This design comes from an exercise in tuning for small area, a short achievable clock period and few clock cycles on the open sky130 flow, not from production work.
Where RTL was checked, it was by simulation tests only, not by an equivalence proof against the original.

==> inputs of run R <==
==> flow/design.v <==
package fdc_pkg;
    localparam logic [1:0] ACT_DIGIT = 2'd0;
    localparam logic [1:0] ACT_OPER  = 2'd1;
    localparam logic [1:0] ACT_APPLY = 2'd2;
    localparam logic [1:0] ACT_CLEAR = 2'd3;
endpackage
module four_digit_calculator_core (
    input  logic        aclk,
    input  logic        aresetn,
    input  logic        s_tvalid,
    output logic        s_tready,
    input  logic [7:0]  s_tdata,
    input  logic [1:0]  s_tuser,
    output logic        m_tvalid,
    input  logic        m_tready,
    output logic [31:0] m_tdata,
    output logic [3:0]  m_tuser
);
    localparam logic [1:0] OP_ADD = 2'd0;
    localparam logic [1:0] OP_MUL = 2'd1;
    localparam logic [1:0] OP_SUB = 2'd2;
    localparam logic [1:0] OP_DIV = 2'd3;
    localparam logic [3:0] ST_IDLE   = 4'd0;
    localparam logic [3:0] ST_MUL    = 4'd1;
    localparam logic [3:0] ST_MULFIN = 4'd2;
    localparam logic [3:0] ST_RED    = 4'd3;
    localparam logic [3:0] ST_NEG    = 4'd4;
    localparam logic [3:0] ST_DCMP   = 4'd5;
    localparam logic [3:0] ST_DIV    = 4'd6;
    localparam logic [3:0] ST_QNEG   = 4'd7;
    localparam logic [3:0] ST_MODFIN = 4'd8;
    localparam logic [1:0] DM_L = 2'd0;
    localparam logic [1:0] DM_S = 2'd1;
    localparam logic [1:0] DM_T = 2'd2;
    logic       q0_v, q1_v;
    logic [5:0] q0, q1;           
    logic [3:0] in_dig;
    logic       pop;
    assign in_dig   = (s_tdata[3:0] > 4'd9) ? 4'd9 : s_tdata[3:0];
    assign s_tready = !q1_v;
    always_ff @(posedge aclk) begin
        if (!aresetn) begin
            q0_v <= 1'b0;
            q1_v <= 1'b0;
        end else begin
            if (q1_v) begin
                if (pop) begin
                    q0   <= q1;
                    q1_v <= 1'b0;
                end
            end else if (q0_v) begin
                if (pop) begin
                    q0_v <= s_tvalid;
                    q0   <= {s_tuser, in_dig};
                end else if (s_tvalid) begin
                    q1_v <= 1'b1;
                    q1   <= {s_tuser, in_dig};
                end
            end else begin
                q0_v <= s_tvalid;
                q0   <= {s_tuser, in_dig};
            end
        end
    end
    logic [31:0] acc;             
    logic [13:0] ent;             
    logic [1:0]  opr;             
    logic [31:0] w;               
    logic [3:0]  st;
    logic [4:0]  cnt;
    logic [2:0]  bd;              
    logic        modr;            
    logic        negq;            
    logic        modd;            
    logic [1:0]  dm;              
    logic        vld;             
    logic        show_a, show_e, name_r, fault_r;
    logic [1:0]  h_act;
    logic [3:0]  h_dig;
    logic        idle, out_free, exec;
    logic        h_digit, h_apply;
    assign h_act    = q0[5:4];
    assign h_dig    = q0[3:0];
    assign idle     = (st == ST_IDLE);
    assign out_free = !vld || m_tready;
    assign exec     = q0_v && idle && out_free;
    assign pop      = exec;
    assign h_digit  = (h_act == fdc_pkg::ACT_DIGIT);
    assign h_apply  = (h_act == fdc_pkg::ACT_APPLY);
    logic [16:0] ebits;           
    logic [3:0]  ndig;            
    logic        one_dig, top2;
    logic [2:0]  top_win, first_win, next_win;
    assign ebits = {2'b00, ent, 1'b0};
    always_comb begin
        if      (ent[13])            ndig = 4'd8;
        else if (ent[12:11] != 2'd0) ndig = 4'd7;
        else if (ent[10:9]  != 2'd0) ndig = 4'd6;
        else if (ent[8:7]   != 2'd0) ndig = 4'd5;
        else if (ent[6:5]   != 2'd0) ndig = 4'd4;
        else if (ent[4:3]   != 2'd0) ndig = 4'd3;
        else                         ndig = 4'd2;
    end
    function automatic logic [2:0] win(input logic [16:0] eb, input logic [2:0] i);
        win = eb[{i, 1'b0} +: 3];
    endfunction
    assign one_dig   = (ent[13:1] == 13'd0);
    assign top_win   = win(ebits, 3'(ndig - 4'd1));
    assign top2      = top_win[1] && top_win[0];           
    assign first_win = win(ebits, 3'(ndig - 4'd2));
    assign next_win  = win(ebits, 3'(cnt[2:0] - 3'd1));
    logic [31:0] kmul;
    logic [4:0]  mt;
    assign mt = w[16:12];
    always_comb begin
        kmul = 32'd0;
        if (mt == 5'h1b) kmul = 32'h00015f90;    
        if (mt == 5'h1c) kmul = 32'h00011170;    
        if (mt == 5'h1d) kmul = 32'h0000c350;    
        if (mt == 5'h1e) kmul = 32'h00009c40;    
        if (mt == 5'h1f) kmul = 32'h00004e20;    
        if (mt == 5'h01) kmul = 32'hffffd8f0;    
        if (mt == 5'h02) kmul = 32'hffff8ad0;    
        if (mt == 5'h03) kmul = 32'hffff63c0;    
        if (mt == 5'h04) kmul = 32'hffff15a0;    
        if (mt == 5'h05) kmul = 32'hfffec780;    
        if (mt == 5'h06) kmul = 32'hfffea070;    
        if (mt == 5'h07) kmul = 32'hfffe5250;    
        if (mt == 5'h08) kmul = 32'hfffe0430;    
        if (mt == 5'h09) kmul = 32'hfffddd20;    
        if (mt == 5'h0a) kmul = 32'hfffd8f00;    
        if (mt == 5'h0b) kmul = 32'hfffd40e0;    
    end
    logic [31:0] kfin;
    always_comb begin
        if      ($signed(w[17:0]) < -18'sd10000) kfin = 32'd20000;
        else if (w[17])                          kfin = 32'd10000;
        else if (w[17:0] < 18'd10000)            kfin = 32'd0;
        else if (w[17:0] < 18'd20000)            kfin = 32'hffffd8f0;    
        else if (w[17:0] < 18'd30000)            kfin = 32'hffffb1e0;    
        else if (w[17:0] < 18'd40000)            kfin = 32'hffff8ad0;    
        else                                     kfin = 32'hffff63c0;    
    end
    logic [9:0]  ege;             
    logic [31:0] kdig;
    always_comb begin
        ege[0] = 1'b1;
        for (int j = 1; j < 10; j++) ege[j] = (ent >= 14'(1000 * j));
        kdig = {28'd0, h_dig[3], 3'd0};
        for (int j = 1; j < 10; j++) begin
            kdig = kdig | ({32{ege[j] && (j == 9 || !ege[(j + 1) % 10])}} & 32'(-10000 * j));
        end
    end
    logic [31:0] x, y, k, s;
    logic        inv;
    logic        bneg;
    logic [13:0] dvs;
    logic        abit;
    assign bneg = bd[2] && !(bd[1] && bd[0]);
    assign dvs  = modd ? 14'd10000 : ent;
    always_comb begin
        case (dm)
            DM_L:    abit = acc[31];
            DM_S:    abit = acc[13];
            default: abit = acc[7];
        endcase
    end
    always_comb begin
        x   = 32'd0;
        y   = 32'd0;
        k   = 32'd0;
        inv = 1'b0;
        case (st)
            ST_IDLE: begin
                if (h_digit) begin
                    x = {15'd0, ent, h_dig[2:0]};
                    y = {17'd0, ent, 1'b0};
                    k = kdig;
                end else if (opr == OP_MUL) begin
                    y = top2 ? {acc[30:0], 1'b0} : acc;
                end else if (opr == OP_DIV && acc[31]) begin
                    y   = acc;
                    inv = 1'b1;
                end else begin
                    x   = acc;
                    y   = {18'd0, ent};
                    inv = (opr != OP_ADD);
                end
            end
            ST_MUL: begin
                x   = {w[29:0], 2'b00};
                inv = bneg;
                case (bd)
                    3'b001, 3'b010, 3'b101, 3'b110: y = acc;
                    3'b011, 3'b100:                 y = {acc[30:0], 1'b0};
                    default:                        y = 32'd0;
                endcase
                if (modr) k = kmul;
            end
            ST_MULFIN: begin
                x = w;
                if (modr) k = kfin;
            end
            ST_RED: begin
                x = acc;
                k = -32'd10000;
            end
            ST_NEG, ST_QNEG: begin
                y   = acc;
                inv = 1'b1;
            end
            ST_DCMP: begin
                x   = acc;
                y   = {18'd0, ent};
                inv = 1'b1;
            end
            ST_DIV: begin
                x   = {w[30:0], abit};
                y   = {18'd0, dvs};
                inv = !w[31];
            end
            default: begin   
                x = w;
                k = w[31] ? 32'd10000 : 32'd0;
            end
        endcase
    end
    assign s = x + (inv ? ~y : y) + {31'd0, inv} + k;
    logic acc_zero, ent_zero, acc_neg, s_neg, s_ge_10k, qb;
    assign ent_zero = (ent == 14'd0);
    assign acc_zero = (acc == 32'd0);
    assign acc_neg  = acc[31];
    assign s_neg    = s[31];
    assign s_ge_10k = (s[14:0] >= 15'd10000);    
    assign qb       = !s[31];
    logic [31:0] acc_nx, w_nx;
    logic [13:0] ent_nx;
    logic [3:0]  st_nx;
    logic [4:0]  cnt_nx;
    logic [2:0]  bd_nx;
    logic        modr_nx, negq_nx, modd_nx;
    logic [1:0]  dm_nx;
    logic        fin, fin_fault, divgo;
    always_comb begin
        acc_nx    = acc;
        w_nx      = w;
        ent_nx    = ent;
        st_nx     = st;
        cnt_nx    = cnt;
        bd_nx     = bd;
        modr_nx   = modr;
        negq_nx   = negq;
        modd_nx   = modd;
        dm_nx     = dm;
        fin       = 1'b0;
        fin_fault = 1'b0;
        divgo     = 1'b0;
        case (st)
            ST_IDLE: begin
                if (exec) begin
                    case (h_act)
                        fdc_pkg::ACT_DIGIT: ent_nx = s[13:0];
                        fdc_pkg::ACT_CLEAR: begin
                            ent_nx = 14'd0;
                            acc_nx = 32'd0;
                        end
                        fdc_pkg::ACT_APPLY: begin
                            case (opr)
                                OP_ADD: begin
                                    acc_nx = s;
                                    ent_nx = 14'd0;
                                    if (!acc_neg && s_ge_10k) st_nx = ST_RED;
                                    else                      fin   = 1'b1;
                                end
                                OP_SUB: begin
                                    acc_nx = s;
                                    ent_nx = 14'd0;
                                    if (acc_neg && !s_neg) begin
                                        st_nx   = ST_DIV;
                                        modd_nx = 1'b1;
                                        negq_nx = 1'b0;
                                        dm_nx   = DM_L;
                                        cnt_nx  = 5'd31;
                                        w_nx    = 32'd0;
                                    end else begin
                                        fin = 1'b1;
                                    end
                                end
                                OP_MUL: begin
                                    modr_nx = !acc_neg;
                                    if (ent_zero || acc_zero) begin
                                        acc_nx = 32'd0;
                                        fin    = 1'b1;
                                    end else begin
                                        w_nx = s;             
                                        if (one_dig) begin
                                            st_nx = ST_MULFIN;
                                        end else begin
                                            st_nx  = ST_MUL;
                                            cnt_nx = 5'(ndig - 4'd2);
                                            bd_nx  = first_win;
                                        end
                                    end
                                end
                                default: begin   
                                    modd_nx = 1'b0;
                                    negq_nx = acc_neg;
                                    if (ent_zero) begin
                                        fin       = 1'b1;
                                        fin_fault = 1'b1;
                                    end else if (acc_neg) begin
                                        acc_nx = s;           
                                        st_nx  = ST_DCMP;
                                    end else if (s_neg) begin
                                        acc_nx = 32'd0;       
                                        fin    = 1'b1;
                                    end else begin
                                        divgo = 1'b1;
                                    end
                                end
                            endcase
                        end
                        default: ;
                    endcase
                end
            end
            ST_MUL: begin
                w_nx   = s;
                bd_nx  = next_win;
                cnt_nx = cnt - 5'd1;
                if (cnt[2:0] == 3'd0) st_nx = ST_MULFIN;
            end
            ST_MULFIN: begin
                acc_nx = s;
                if (!modr && !w[31]) begin
                    st_nx   = ST_DIV;
                    modd_nx = 1'b1;
                    negq_nx = 1'b0;
                    dm_nx   = DM_L;
                    cnt_nx  = 5'd31;
                    w_nx    = 32'd0;
                end else begin
                    st_nx = ST_IDLE;
                    fin   = 1'b1;
                end
            end
            ST_DCMP: begin
                if (s_neg) begin
                    acc_nx = 32'd0;
                    st_nx  = ST_IDLE;
                    fin    = 1'b1;
                end else begin
                    divgo = 1'b1;
                end
            end
            ST_DIV: begin
                w_nx   = s;
                case (dm)
                    DM_L:    acc_nx = {acc[30:0], qb};
                    DM_S:    acc_nx = {acc[31:14], acc[12:0], qb};
                    default: acc_nx = {acc[31:8], acc[6:0], qb};
                endcase
                cnt_nx = cnt - 5'd1;
                if (cnt == 5'd0) begin
                    if (modd)      st_nx = ST_MODFIN;
                    else if (negq) st_nx = ST_QNEG;
                    else begin
                        st_nx = ST_IDLE;
                        fin   = 1'b1;
                    end
                end
            end
            ST_NEG: begin
                acc_nx = s;
                st_nx  = ST_DCMP;
            end
            default: begin   
                acc_nx = s;
                st_nx  = ST_IDLE;
                fin    = 1'b1;
            end
        endcase
        if (divgo) begin
            st_nx = ST_DIV;
            if (acc[31:14] != 18'd0) begin
                dm_nx  = DM_L;
                cnt_nx = 5'd31;
                w_nx   = 32'd0;
            end else if (ent[13:6] != 8'd0) begin
                dm_nx  = DM_T;
                cnt_nx = 5'd7;
                w_nx   = {26'd0, acc[13:8]};
                acc_nx = {acc[31:14], 6'd0, acc[7:0]};
            end else begin
                dm_nx  = DM_S;
                cnt_nx = 5'd13;
                w_nx   = 32'd0;
            end
        end
        if (fin) ent_nx = 14'd0;
    end
    always_ff @(posedge aclk) begin
        if (!aresetn) begin
            acc     <= 32'd0;
            ent     <= 14'd0;
            opr     <= OP_ADD;
            st      <= ST_IDLE;
            vld     <= 1'b0;
            show_a  <= 1'b0;
            show_e  <= 1'b0;
            name_r  <= 1'b0;
            fault_r <= 1'b0;
        end else begin
            acc <= acc_nx;
            ent <= ent_nx;
            st  <= st_nx;
            if (exec && h_act == fdc_pkg::ACT_OPER)  opr <= opr + 2'd1;
            if (exec && h_act == fdc_pkg::ACT_CLEAR) opr <= OP_ADD;
            if (exec && !h_apply) begin
                vld     <= 1'b1;
                show_a  <= 1'b0;
                show_e  <= h_digit;
                name_r  <= (h_act == fdc_pkg::ACT_OPER);
                fault_r <= 1'b0;
            end else if (fin) begin
                vld     <= 1'b1;
                show_a  <= 1'b1;
                show_e  <= 1'b0;
                name_r  <= 1'b0;
                fault_r <= fin_fault;
            end else if (m_tready) begin
                vld <= 1'b0;
            end
        end
    end
    always_ff @(posedge aclk) begin
        w    <= w_nx;
        cnt  <= cnt_nx;
        bd   <= bd_nx;
        modr <= modr_nx;
        negq <= negq_nx;
        modd <= modd_nx;
        dm   <= dm_nx;
    end
    assign m_tvalid = vld;
    assign m_tdata  = ({32{show_a}} & acc) | ({32{show_e}} & {18'd0, ent});
    assign m_tuser  = {fault_r, name_r, opr};
endmodule
==> flow/run.sh <==
#!/bin/bash
# synth_recipe.tcl (not shown) runs the flow's synth.tcl, then flattens the netlist and writes it again
# the make line also repeats each setting of config.mk as NAME=value (left out here)
make -C /OpenROAD-flow-scripts/flow DESIGN_CONFIG=/design/flow/config.mk WORK_HOME=/design/flow/orfs CLKGATE_MAP_FILE= SYNTH_SCRIPT=/design/flow/synth_recipe.tcl finish
==> flow/config.mk <==
export PLATFORM = sky130hd
export DESIGN_NAME = four_digit_calculator_core
export DESIGN_NICKNAME = four_digit_calculator_core
export VERILOG_FILES = /design/flow/design.v
export SDC_FILE = /design/flow/constraint.sdc
export NUM_CORES = 4
export LEC_CHECK = 0
export ABC_AREA = 1
export CAP_MARGIN = 20
export CORE_MARGIN = 2
export CORE_UTILIZATION = 40
export SETUP_SLACK_MARGIN = 5
export SLEW_MARGIN = 20
==> flow/constraint.sdc <==
create_clock -name core_clock -period 10.0 [get_ports {aclk}]
set_input_delay 2.0000 -clock core_clock [delete_from_list [all_inputs] [get_ports {aclk}]]
set_output_delay 2.0000 -clock core_clock [all_outputs]
set_load 0.01 [all_outputs]
==> run K: changes against run R <==
--- a/flow/config.mk
+++ b/flow/config.mk
@@ -5,7 +5,7 @@
 export SDC_FILE = /design/flow/constraint.sdc
 export NUM_CORES = 4
 export LEC_CHECK = 0
-export ABC_AREA = 1
+export ABC_CLOCK_PERIOD_IN_PS = 4000
 export CAP_MARGIN = 20
 export CORE_MARGIN = 2
 export CORE_UTILIZATION = 40
==> run A: changes against run R <==
--- a/flow/design.v
+++ b/flow/design.v
@@ -29,37 +29,23 @@
     localparam logic [3:0] ST_DIV    = 4'd6;
     localparam logic [3:0] ST_QNEG   = 4'd7;
     localparam logic [3:0] ST_MODFIN = 4'd8;
-    localparam logic [1:0] DM_L = 2'd0;
-    localparam logic [1:0] DM_S = 2'd1;
-    localparam logic [1:0] DM_T = 2'd2;
-    logic       q0_v, q1_v;
-    logic [5:0] q0, q1;           
+    localparam logic [2:0] DM_L = 3'd0;    
+    localparam logic [2:0] DM_M = 3'd1;    
+    localparam logic [2:0] DM_S = 3'd2;    
+    localparam logic [2:0] DM_T = 3'd3;    
+    localparam logic [2:0] DM_U = 3'd4;    
+    logic       q0_v;
+    logic [5:0] q0;               
     logic [3:0] in_dig;
     logic       pop;
     assign in_dig   = (s_tdata[3:0] > 4'd9) ? 4'd9 : s_tdata[3:0];
-    assign s_tready = !q1_v;
+    assign s_tready = !q0_v || pop;
     always_ff @(posedge aclk) begin
         if (!aresetn) begin
             q0_v <= 1'b0;
-            q1_v <= 1'b0;
-        end else begin
-            if (q1_v) begin
-                if (pop) begin
-                    q0   <= q1;
-                    q1_v <= 1'b0;
-                end
-            end else if (q0_v) begin
-                if (pop) begin
-                    q0_v <= s_tvalid;
-                    q0   <= {s_tuser, in_dig};
-                end else if (s_tvalid) begin
-                    q1_v <= 1'b1;
-                    q1   <= {s_tuser, in_dig};
-                end
-            end else begin
-                q0_v <= s_tvalid;
-                q0   <= {s_tuser, in_dig};
-            end
+        end else if (s_tready) begin
+            q0_v <= s_tvalid;
+            q0   <= {s_tuser, in_dig};
         end
     end
     logic [31:0] acc;             
@@ -72,7 +58,7 @@
     logic        modr;            
     logic        negq;            
     logic        modd;            
-    logic [1:0]  dm;              
+    logic [2:0]  dm;              
     logic        vld;             
     logic        show_a, show_e, name_r, fault_r;
     logic [1:0]  h_act;
@@ -133,7 +119,7 @@
     end
     logic [31:0] kfin;
     always_comb begin
-        if      ($signed(w[17:0]) < -18'sd10000) kfin = 32'd20000;
+        if      (w[17] && w[17:0] < 18'd252144)   kfin = 32'd20000;    
         else if (w[17])                          kfin = 32'd10000;
         else if (w[17:0] < 18'd10000)            kfin = 32'd0;
         else if (w[17:0] < 18'd20000)            kfin = 32'hffffd8f0;    
@@ -161,8 +147,10 @@
     always_comb begin
         case (dm)
             DM_L:    abit = acc[31];
+            DM_M:    abit = acc[23];
             DM_S:    abit = acc[13];
-            default: abit = acc[7];
+            DM_T:    abit = acc[7];
+            default: abit = acc[3];
         endcase
     end
     always_comb begin
@@ -177,7 +165,7 @@
                     y = {17'd0, ent, 1'b0};
                     k = kdig;
                 end else if (opr == OP_MUL) begin
-                    y = top2 ? {acc[30:0], 1'b0} : acc;
+                    y = acc;
                 end else if (opr == OP_DIV && acc[31]) begin
                     y   = acc;
                     inv = 1'b1;
@@ -233,17 +221,19 @@
     assign s_neg    = s[31];
     assign s_ge_10k = (s[14:0] >= 15'd10000);    
     assign qb       = !s[31];
+    logic  acc_lt_ent;
+    assign acc_lt_ent = (acc[31:14] == 18'd0) && (acc[13:0] < ent);
     logic [31:0] acc_nx, w_nx;
     logic [13:0] ent_nx;
     logic [3:0]  st_nx;
     logic [4:0]  cnt_nx;
     logic [2:0]  bd_nx;
     logic        modr_nx, negq_nx, modd_nx;
-    logic [1:0]  dm_nx;
+    logic [2:0]  dm_nx;
     logic        fin, fin_fault, divgo;
     always_comb begin
         acc_nx    = acc;
-        w_nx      = w;
+        w_nx      = s;            
         ent_nx    = ent;
         st_nx     = st;
         cnt_nx    = cnt;
@@ -275,6 +265,7 @@
                                 OP_SUB: begin
                                     acc_nx = s;
                                     ent_nx = 14'd0;
+                                    w_nx   = 32'd0;
                                     if (acc_neg && !s_neg) begin
                                         st_nx   = ST_DIV;
                                         modd_nx = 1'b1;
@@ -292,10 +283,16 @@
                                         acc_nx = 32'd0;
                                         fin    = 1'b1;
                                     end else begin
-                                        w_nx = s;             
                                         if (one_dig) begin
+                                            w_nx  = s;        
                                             st_nx = ST_MULFIN;
+                                        end else if (top2) begin
+                                            w_nx   = 32'd0;
+                                            st_nx  = ST_MUL;
+                                            cnt_nx = 5'(ndig - 4'd1);
+                                            bd_nx  = top_win;
                                         end else begin
+                                            w_nx   = s;       
                                             st_nx  = ST_MUL;
                                             cnt_nx = 5'(ndig - 4'd2);
                                             bd_nx  = first_win;
@@ -311,7 +308,7 @@
                                     end else if (acc_neg) begin
                                         acc_nx = s;           
                                         st_nx  = ST_DCMP;
-                                    end else if (s_neg) begin
+                                    end else if (acc_lt_ent) begin
                                         acc_nx = 32'd0;       
                                         fin    = 1'b1;
                                     end else begin
@@ -328,10 +325,29 @@
                 w_nx   = s;
                 bd_nx  = next_win;
                 cnt_nx = cnt - 5'd1;
-                if (cnt[2:0] == 3'd0) st_nx = ST_MULFIN;
+                if (cnt[2:0] == 3'd0) begin
+                    if (modr) begin
+                        st_nx = ST_MULFIN;
+                    end else begin
+                        acc_nx = s;
+                        w_nx   = 32'd0;
+                        if (!s_neg) begin
+                            st_nx   = ST_DIV;
+                            modd_nx = 1'b1;
+                            negq_nx = 1'b0;
+                            dm_nx   = DM_L;
+                            cnt_nx  = 5'd31;
+                            w_nx    = 32'd0;
+                        end else begin
+                            st_nx = ST_IDLE;
+                            fin   = 1'b1;
+                        end
+                    end
+                end
             end
             ST_MULFIN: begin
                 acc_nx = s;
+                w_nx   = 32'd0;
                 if (!modr && !w[31]) begin
                     st_nx   = ST_DIV;
                     modd_nx = 1'b1;
@@ -345,7 +361,7 @@
                 end
             end
             ST_DCMP: begin
-                if (s_neg) begin
+                if (acc_lt_ent) begin
                     acc_nx = 32'd0;
                     st_nx  = ST_IDLE;
                     fin    = 1'b1;
@@ -357,8 +373,10 @@
                 w_nx   = s;
                 case (dm)
                     DM_L:    acc_nx = {acc[30:0], qb};
+                    DM_M:    acc_nx = {acc[31:24], acc[22:0], qb};
                     DM_S:    acc_nx = {acc[31:14], acc[12:0], qb};
-                    default: acc_nx = {acc[31:8], acc[6:0], qb};
+                    DM_T:    acc_nx = {acc[31:8], acc[6:0], qb};
+                    default: acc_nx = {acc[31:4], acc[2:0], qb};
                 endcase
                 cnt_nx = cnt - 5'd1;
                 if (cnt == 5'd0) begin
@@ -382,10 +400,19 @@
         endcase
         if (divgo) begin
             st_nx = ST_DIV;
-            if (acc[31:14] != 18'd0) begin
+            if (acc[31:24] != 8'd0) begin
                 dm_nx  = DM_L;
                 cnt_nx = 5'd31;
                 w_nx   = 32'd0;
+            end else if (acc[23:14] != 10'd0) begin
+                dm_nx  = DM_M;
+                cnt_nx = 5'd23;
+                w_nx   = 32'd0;
+            end else if (ent[13:10] != 4'd0) begin
+                dm_nx  = DM_U;
+                cnt_nx = 5'd3;
+                w_nx   = {22'd0, acc[13:4]};
+                acc_nx = {acc[31:14], 10'd0, acc[3:0]};
             end else if (ent[13:6] != 8'd0) begin
                 dm_nx  = DM_T;
                 cnt_nx = 5'd7;
==> summary.txt <==
- Outcome: timing/DRC/antenna clean
- Top cell type by total area after synthesis: nand2_1
- Reg2Reg Setup Slack: 4860 ps
- Die area: 39300 µm²
- Metal-1 WL: 29.8 mm
- H-tree Lvls: 3
# the run above: run A

==> summary.txt <==
- Reg2Reg Setup Slack: 2930 ps
- Metal-1 WL: 24.5 mm
- Total Nets Final: 1994
- Routability cong.: 0.971
- Die area: 35700 µm²
- Outcome: timing/DRC/antenna clean
- H-tree Lvls: 4
# the run above: run K

==> summary.txt <==
- Required time worst endpoint: 10210 ps
- Die area: 38600 µm²
- Outcome: timing/DRC/antenna clean
- Final Max Slew Viols: 0
- H-tree Lvls: 4
- Top cell type by total area after synthesis: nand2_1
- Top cell category: multi-input combinational cells
- Reg2Reg Setup Slack: 4050 ps
- F_max: 168 MHz
- Metal-1 WL: 29.0 mm
# the run above: run R

Testbench counts of run A, summed over its fixed seeds: cycles 4,458.
The RTL of run R and run K was laid out without a check of its function.

port drivers added, routing unchanged:
In the flow no input, the clock included, has a driving cell. The finished layouts below were timed again as built, in two steps.
Step 1 (the two cells are an assumption about what drives the block):
set clk [get_ports {aclk}]
set_driving_cell -lib_cell sky130_fd_sc_hd__clkbuf_16 $clk
set_driving_cell -lib_cell sky130_fd_sc_hd__buf_2 [delete_from_list [all_inputs] $clk]
Step 2, shift: input delay + t, output delay - t, t = (earliest + latest rising clock arrival at the registers) / 2. This alone moves slack from input paths to output paths.
Slacks: no drivers / after step 1 / after step 2; pairs: no drivers / after step 1.
run | shift t [ns] | setup WS [ns] | worst hold slack (ns) | worst setup path after step 2 | pins driven straight from the clock port
run R | 0.493 | 4.051 / 4.051 / 4.051 | 0.503 / 0.503 / 0.503 | register to register | 1
run K | 0.488 | 2.928 / 2.928 / 2.928 | 0.548 / 0.548 / 0.548 | register to register | 1
run A | 0.435 | 4.861 / 4.861 / 4.861 | 0.477 / 0.477 / 0.477 | register to register | 1
After both steps setup and hold are still met in every run listed.
